This design comes from an exercise in tuning for small area on the open sky130 flow, not from production work.
Function was checked by simulation only, so behaviour that the tests miss may differ from the original.
Power and IR drop assume default switching activity.

run A:
==> flow/design.v (excerpt) <==
module int_moderator #(
  parameter int unsigned COUNT = 16,
  parameter int unsigned CNT_W = 8,
  parameter int unsigned TMR_W = 16
) (
  input  logic               clk,
  input  logic               reset,
  input  logic [COUNT-1:0]   ev_pulse,
  output logic [COUNT-1:0]   int_valid,
  input  logic [COUNT-1:0]   int_ready,
  input  logic               cfg_valid,
  output logic               cfg_ready,
  input  logic [4:0]         cfg_sel,
  input  logic [CNT_W-1:0]   cfg_threshold,
  input  logic [TMR_W-1:0]   cfg_timeout,
  input  logic [TMR_W-1:0]   cfg_holdoff,
  output logic [COUNT-1:0]   ev_overflow,
  input  logic [COUNT-1:0]   ovf_clear
);
Size in the first run: ~1100 flip-flops, roughly 130 I/O pins, roughly 44000 sq um of cells after synthesis.
export LEC_CHECK = 0
export CAP_MARGIN = 20
export CORE_MARGIN = 2
export CORE_UTILIZATION = 45
export PLACE_DENSITY = 0.6
export SLEW_MARGIN = 20
create_clock -name core_clock -period 5.0 [get_ports {clk}]
standard.sh (not shown) runs the stock make flow with config.mk's settings and CLKGATE_MAP_FILE= SYNTH_SCRIPT=/design/flow/synth_recipe.tcl, a recipe that flattens the netlist after the stock synthesis.
==> flow/flow/run.sh <==
#!/bin/bash
# The standard layout (standard.sh), with these changes:
#  * Yosys's ABC technology mapping uses an area-oriented script
#    (flow/abc_area.script) in place of ORFS's speed script; the rest of
#    synthesis, including register mapping, is unchanged.
#  * the port buffers that global placement inserts are buf_1 cells.
#  * CTS clusters more sinks per leaf buffer and inserts no dummy loads.
# standard.sh writes every tool's log under orfs/logs; its own output goes
# to standard.log here.
set -e
cp standard.sh standard_sh_copy.txt
rm -rf scripts_area
cp -r "$FLOW_HOME/scripts" scripts_area
cp flow/abc_area.script scripts_area/abc_speed.script
export SCRIPTS_DIR="$PWD/scripts_area"
export BUFFER_PORTS_ARGS="-buffer_cell sky130_fd_sc_hd__buf_1"
export CTS_ARGS="-sink_clustering_enable -repair_clock_nets -dont_use_dummy_load -sink_clustering_size 22 -sink_clustering_max_diameter 80"
bash standard.sh > standard.log 2>&1
==> flow/flow/abc_area.script <==
&get -n
&st
&dch -f
&nf -a -F 4 -A 4
&put
topo
stime -c
dnsize -c
Input-level comparison between run B and run A:
- an added CTS_BUF_LIST of sky130_fd_sc_hd__clkbuf_4
==> flow/run.sh (new file) <==
#!/bin/bash
# synth_recipe.tcl (not shown) runs the flow's synth.tcl, then flattens the netlist and writes it again
# the make line also repeats each setting of config.mk as NAME=value (left out here)
make -C /OpenROAD-flow-scripts/flow DESIGN_CONFIG=/design/flow/config.mk WORK_HOME=/design/flow/orfs CLKGATE_MAP_FILE= SYNTH_SCRIPT=/design/flow/synth_recipe.tcl finish
removed: flow/flow/run.sh
removed: flow/flow/abc_area.script
removed: flow/standard.sh
==> comparison <==
Run B completed every stage of the flow, and the final layout passed the timing, DRC and antenna checks.
As far as maximum fanout along the worst path goes, run A and run B are indistinguishable; the numbers are identical.
Run A -> run B: core outline area increased by a few percent
Delta (run B minus run A): met3 track demand over resource moved up, clock latency on the worst-skew pair grew by 0.47 ns, leakage power picked up an extra about 14%, post-route cell area increased by 8.5% relative to the old numbers.
When run B is set beside run A, its total power of the final layout turns out to be about 13% larger.
Looking only at proportion of power drawn by combinational gates, and setting everything else aside, the lower value of run B and run A goes to run B.
Summary of the comparison: sum of met2 wire segment lengths after detailed routing is higher in run B, relative to run A.
Run A → run B: wire length of the first global-routing pass went up, sequential share of layout area went down.
Here is what was changed in the inputs of run C compared with run B.
- swapping 45 for 65 in CORE_UTILIZATION
- clearing CTS_BUF_LIST, which used to be sky130_fd_sc_hd__clkbuf_4
- swapping 0.6 for 0.8 in PLACE_DENSITY
==> flow/flow/run.sh (new file) <==
#!/bin/bash
# The standard layout (standard.sh), with these changes:
#  * Yosys's ABC technology mapping uses an area-oriented script
#    (flow/abc_area.script) in place of ORFS's speed script; the rest of
#    synthesis, including register mapping, is unchanged.
#  * the port buffers that global placement inserts are buf_1 cells.
#  * CTS clusters more sinks per leaf buffer and inserts no dummy loads.
# standard.sh writes every tool's log under orfs/logs; its own output goes
# to standard.log here.
set -e
cp standard.sh standard_sh_copy.txt
rm -rf scripts_area
cp -r "$FLOW_HOME/scripts" scripts_area
cp flow/abc_area.script scripts_area/abc_speed.script
export SCRIPTS_DIR="$PWD/scripts_area"
export BUFFER_PORTS_ARGS="-buffer_cell sky130_fd_sc_hd__buf_1"
export CTS_ARGS="-sink_clustering_enable -repair_clock_nets -dont_use_dummy_load -sink_clustering_size 22 -sink_clustering_max_diameter 80"
bash standard.sh > standard.log 2>&1
==> flow/flow/abc_area.script (new file) <==
&get -n
&st
&dch -f
&nf -a -F 4 -A 4
&put
topo
stime -c
dnsize -c
==> flow/standard.sh (new file) <==
#!/bin/bash
# synth_recipe.tcl (not shown) runs the flow's synth.tcl, then flattens the netlist and writes it again
# the make line also repeats each setting of config.mk as NAME=value (left out here)
make -C /OpenROAD-flow-scripts/flow DESIGN_CONFIG=/design/flow/config.mk WORK_HOME=/design/flow/orfs CLKGATE_MAP_FILE= SYNTH_SCRIPT=/design/flow/synth_recipe.tcl "${@:-finish}"
removed: flow/run.sh
Results
Changes observed in run C relative to run B: count of inverters other than clock inverters in the layout fell about 50%; die height moved down. [compare] base=run B new=run C: area share of xor/xnor cells in the synthesized design picked up an extra 0.59 points, growth of design area from synthesis to finish lost 5.7 points. Run C ended up with a lower synthesized cell count than run B did. Total global-route track usage, run B and run C, higher one = run C. Run C has number of signal-net buffers in the layout below what run B had. Run comparison: run B last element of the critical path r_tmrn[13][15]; run C last element of the critical path r_tmrn[10][15]. Of the two candidates, run B has the better post-route worst setup slack and run C the worse one. Compared run B against run C; cell depth of the worst hold path within noise. Compared with run B, run C shows clock-buffer cell count lower by about 90%. Of run B and run C, run C shows the lower summed area of non-filler cells in the final layout, with run B above it.
diff inputs: run C => run D
- changing CORE_UTILIZATION from 65 to 45
- changing PLACE_DENSITY from 0.8 to 0.6
==> flow/run.sh (new file) <==
#!/bin/bash
# synth_recipe.tcl (not shown) runs the flow's synth.tcl, then flattens the netlist and writes it again
# the make line also repeats each setting of config.mk as NAME=value (left out here)
make -C /OpenROAD-flow-scripts/flow DESIGN_CONFIG=/design/flow/config.mk WORK_HOME=/design/flow/orfs CLKGATE_MAP_FILE= SYNTH_SCRIPT=/design/flow/synth_recipe.tcl finish
removed: flow/flow/run.sh
removed: flow/flow/abc_area.script
removed: flow/standard.sh
[summary]
Relative to run C, final cell count has gone up in run D. Run C ended up with sky130_fd_sc_hd__or4_4 as its cell at the slowest stage of the critical path; run D ended up with sky130_fd_sc_hd__nor4_1. In the metrics for run C and run D, the one carrying the higher combinational cell fraction of total power is run C. Run C → run D: worst setup skew after layout shows no meaningful change, area added between synthesis and finish went up, via count of the first global-routing pass picked up an extra 760, post-synthesis share of cell area spent on xor and xnor gates now smaller, share of cells above drive strength 1 climbed 2.6 points. Summary of run D over run C: sequential element share of the synthesized area went down 2.6 points, via density per instance lost 0.95, synthesized cell count increased by 390 relative to the old numbers. Against run C, run D reports a wire length of the first global-routing pass that is higher.

-- port drivers added, routing unchanged --
The results above use ideal ports. As a check the final layouts listed here were re-extracted and re-timed, cells and wires unchanged.
Step 1 sets driving cells, clkbuf_16 on the clock port and buf_2 on the other inputs (assumed; they add their load-dependent delay and slew).
Step 2 moves the port delays by t, midway between the first and last clock arrival at a register: inputs arrive t later, outputs are due t later. That takes back most of the time a late clock gives input paths.
Slacks: ideal ports / drivers / drivers and shift; pairs: ideal ports / drivers.
run	shift t [ns]	setup WS [ns]	hold slack, ns	pins driven straight from the clock port
run A	0.718	0.194 / 0.194 / 0.194	0.433 / 0.433 / 0.433	1
run B	1.172	0.249 / 0.249 / 0.249	0.424 / 0.415 / 0.424	1
run C	0.694	0.084 / 0.084 / 0.084	0.458 / 0.458 / 0.458	1
run D	0.746	0.277 / 0.277 / 0.277	0.458 / 0.458 / 0.458	1
After both steps setup and hold are still met in every run listed.
